Background: an optimization exercise with open tools, aiming at small area. Do not read the settings as production practice. The RTL was checked by simulation tests, not by an equivalence proof against the original design. Power and IR drop assume default switching activity.

before:
==> flow/design.v (excerpt) <==
module ascon_encrypt_1block
(
    input  logic              clk,
    input  logic              reset,
    input  logic              start,
    input  ascon_pkg::block_t key,
    input  ascon_pkg::block_t nonce,
    input  ascon_pkg::block_t ad,
    input  ascon_pkg::block_t pt,
    output ascon_pkg::block_t c,
    output ascon_pkg::block_t t,
    output logic              busy,
    output logic              done
);
Size in the first run: ~2100 cells after synthesis, roughly 770 I/O pins, about 25000 µm² of cells after synthesis.
clock: 8.0 ns
lec_check: 0
cap_margin: 20
core_margin: 2
core_utilization: 40
slew_margin: 20
standard.sh (not shown) runs the stock make flow with config.mk's settings and CLKGATE_MAP_FILE= SYNTH_SCRIPT=/design/flow/synth_recipe.tcl, a recipe that flattens the netlist after the stock synthesis.
==> flow/flow/run.sh <==
#!/bin/bash
# Layout flow: the standard synthesis, then the combinational logic
# between the registers is mapped again with a stronger ABC script (the
# registers, their names and cell types stay as the standard synthesis made
# them), then the standard ORFS steps from floorplan to finish, with
# minimum-size port buffers and a lighter clock tree. Each tool's output
# goes to a log file in this folder.
set -euo pipefail

export BUFFER_PORTS_ARGS="-buffer_cell sky130_fd_sc_hd__buf_1"
export CTS_ARGS="-sink_clustering_enable -repair_clock_nets -dont_use_dummy_load -buf_list sky130_fd_sc_hd__clkbuf_4 -sink_clustering_size 9 -sink_clustering_max_diameter 50"

WORK=$(pwd)
RES=$WORK/orfs/results/$FLOW_PLATFORM/ascon_encrypt_1block/base
LIB=$FLOW_HOME/platforms/$FLOW_PLATFORM/lib/sky130_fd_sc_hd__tt_025C_1v80.lib
YOSYS=$FLOW_HOME/../tools/install/yosys/bin/yosys

# 1. Standard synthesis
bash standard.sh synth > standard_synth.log 2>&1
cp $RES/1_2_yosys.v $WORK/std_1_2_yosys.v

# 2. Map the combinational logic again; flip-flop instances are kept whole
DU=""
for c in sky130_fd_sc_hd__probe_p_8 sky130_fd_sc_hd__probec_p_8 sky130_fd_sc_hd__lpflow_bleeder_1 sky130_fd_sc_hd__lpflow_clkbufkapwr_1 sky130_fd_sc_hd__lpflow_clkbufkapwr_16 sky130_fd_sc_hd__lpflow_clkbufkapwr_2 sky130_fd_sc_hd__lpflow_clkbufkapwr_4 sky130_fd_sc_hd__lpflow_clkbufkapwr_8 sky130_fd_sc_hd__lpflow_clkinvkapwr_1 sky130_fd_sc_hd__lpflow_clkinvkapwr_16 sky130_fd_sc_hd__lpflow_clkinvkapwr_2 sky130_fd_sc_hd__lpflow_clkinvkapwr_4 sky130_fd_sc_hd__lpflow_clkinvkapwr_8 sky130_fd_sc_hd__lpflow_decapkapwr_12 sky130_fd_sc_hd__lpflow_decapkapwr_3 sky130_fd_sc_hd__lpflow_decapkapwr_4 sky130_fd_sc_hd__lpflow_decapkapwr_6 sky130_fd_sc_hd__lpflow_decapkapwr_8 sky130_fd_sc_hd__lpflow_inputiso0n_1 sky130_fd_sc_hd__lpflow_inputiso0p_1 sky130_fd_sc_hd__lpflow_inputiso1n_1 sky130_fd_sc_hd__lpflow_inputiso1p_1 sky130_fd_sc_hd__lpflow_inputisolatch_1 sky130_fd_sc_hd__lpflow_isobufsrc_1 sky130_fd_sc_hd__lpflow_isobufsrc_16 sky130_fd_sc_hd__lpflow_isobufsrc_2 sky130_fd_sc_hd__lpflow_isobufsrc_4 sky130_fd_sc_hd__lpflow_isobufsrc_8 sky130_fd_sc_hd__lpflow_isobufsrckapwr_16 sky130_fd_sc_hd__lpflow_lsbuf_lh_hl_isowell_tap_1 sky130_fd_sc_hd__lpflow_lsbuf_lh_hl_isowell_tap_2 sky130_fd_sc_hd__lpflow_lsbuf_lh_hl_isowell_tap_4 sky130_fd_sc_hd__lpflow_lsbuf_lh_isowell_4 sky130_fd_sc_hd__lpflow_lsbuf_lh_isowell_tap_1 sky130_fd_sc_hd__lpflow_lsbuf_lh_isowell_tap_2 sky130_fd_sc_hd__lpflow_lsbuf_lh_isowell_tap_4 ; do DU="$DU -dont_use $c"; done
printf 'set_driving_cell sky130_fd_sc_hd__buf_1\nset_load 5\n' > $WORK/remap.constr
sed "s|@LIB@|$LIB|g; s|@IN@|$WORK/std_1_2_yosys.v|g; s|@OUT@|$WORK/remap_1_2_yosys.v|g; s|@ABC@|$WORK/flow/remap.abc|g; s|@CONSTR@|$WORK/remap.constr|g; s|@DU@|$DU|g" \
    flow/remap.ys > $WORK/remap_run.ys
$YOSYS -s $WORK/remap_run.ys > remap.log 2>&1
cp $WORK/remap_1_2_yosys.v $RES/1_2_yosys.v
rm -f $RES/1_synth.odb $RES/1_synth.sdc

# 3. Floorplan to finish on the remapped netlist
bash standard.sh > standard_flow.log 2>&1
Other scripts of this flow, unchanged in this note and not shown: flow/flow/remap.abc, flow/flow/remap.ys
before finished all stages; the layout is clean.
[inputs] after vs before
diff --git a/flow/flow/run.sh b/flow/flow/run.sh
--- a/flow/flow/run.sh
+++ b/flow/flow/run.sh
@@ -9,5 +9,5 @@
 
 export BUFFER_PORTS_ARGS="-buffer_cell sky130_fd_sc_hd__buf_1"
-export CTS_ARGS="-sink_clustering_enable -repair_clock_nets -dont_use_dummy_load -buf_list sky130_fd_sc_hd__clkbuf_4 -sink_clustering_size 9 -sink_clustering_max_diameter 50"
+export CTS_ARGS="-sink_clustering_enable -repair_clock_nets -dont_use_dummy_load -buf_list sky130_fd_sc_hd__clkbuf_4 -sink_clustering_size 8 -sink_clustering_max_diameter 50"
 
 WORK=$(pwd)
==> comparison <==
Every stage of the flow completed for after, and the final layout passed the timing, DRC and antenna checks.
Compared before against after; sequential share of cell area within noise.
From before to after, number of remaining DRC errors did not move at all.
Period utilization sits higher in after than in before.
The post-CTS clock slew at the launch and capture registers of the worst setup and hold paths of before and that of after are within noise of each other.
On total number of vias, after does worse than before.
Multi-input gate share of total cell area essentially unchanged between before and after.
Compared with before, after shows a routed wire length that is about 0.4% higher.
Diff before and after: fraction of final layout cells sized beyond drive strength 1 higher in after
When the final numbers for before and after were put side by side, the clock network fraction of total power turned out to be smaller in before.
~same post-route non-filler standard cell count in before and after

==> afterwards: timing with drivers on the ports <==
Ports are ideal in the flow. The routed layouts listed here were re-timed in OpenROAD. Step 1 (the two cells are an assumption about what drives the block):
set clk [get_ports {clk}]
set_driving_cell -lib_cell sky130_fd_sc_hd__clkbuf_16 $clk
set_driving_cell -lib_cell sky130_fd_sc_hd__buf_2 [delete_from_list [all_inputs] $clk]
Step 2 also shifts input and output timing later by t, the mid clock arrival at the registers, as if the neighbouring blocks saw the same clock. a / b / c = ideal ports / drivers / drivers and shift; a / b = the first two.
| run | t (ns) | slack for setup (ns) | clock arrival spread, ns | slew at the worst register clock pin (ns) |
|---|---|---|---|---|
| before | 0.911 | 3.773 / 3.773 / 3.773 | 0.144 / 0.144 | 0.12 / 0.12 |
| after | 0.910 | 3.714 / 3.714 / 3.714 | 0.098 / 0.098 | 0.10 / 0.10 |
After both steps every run listed still meets setup and hold.
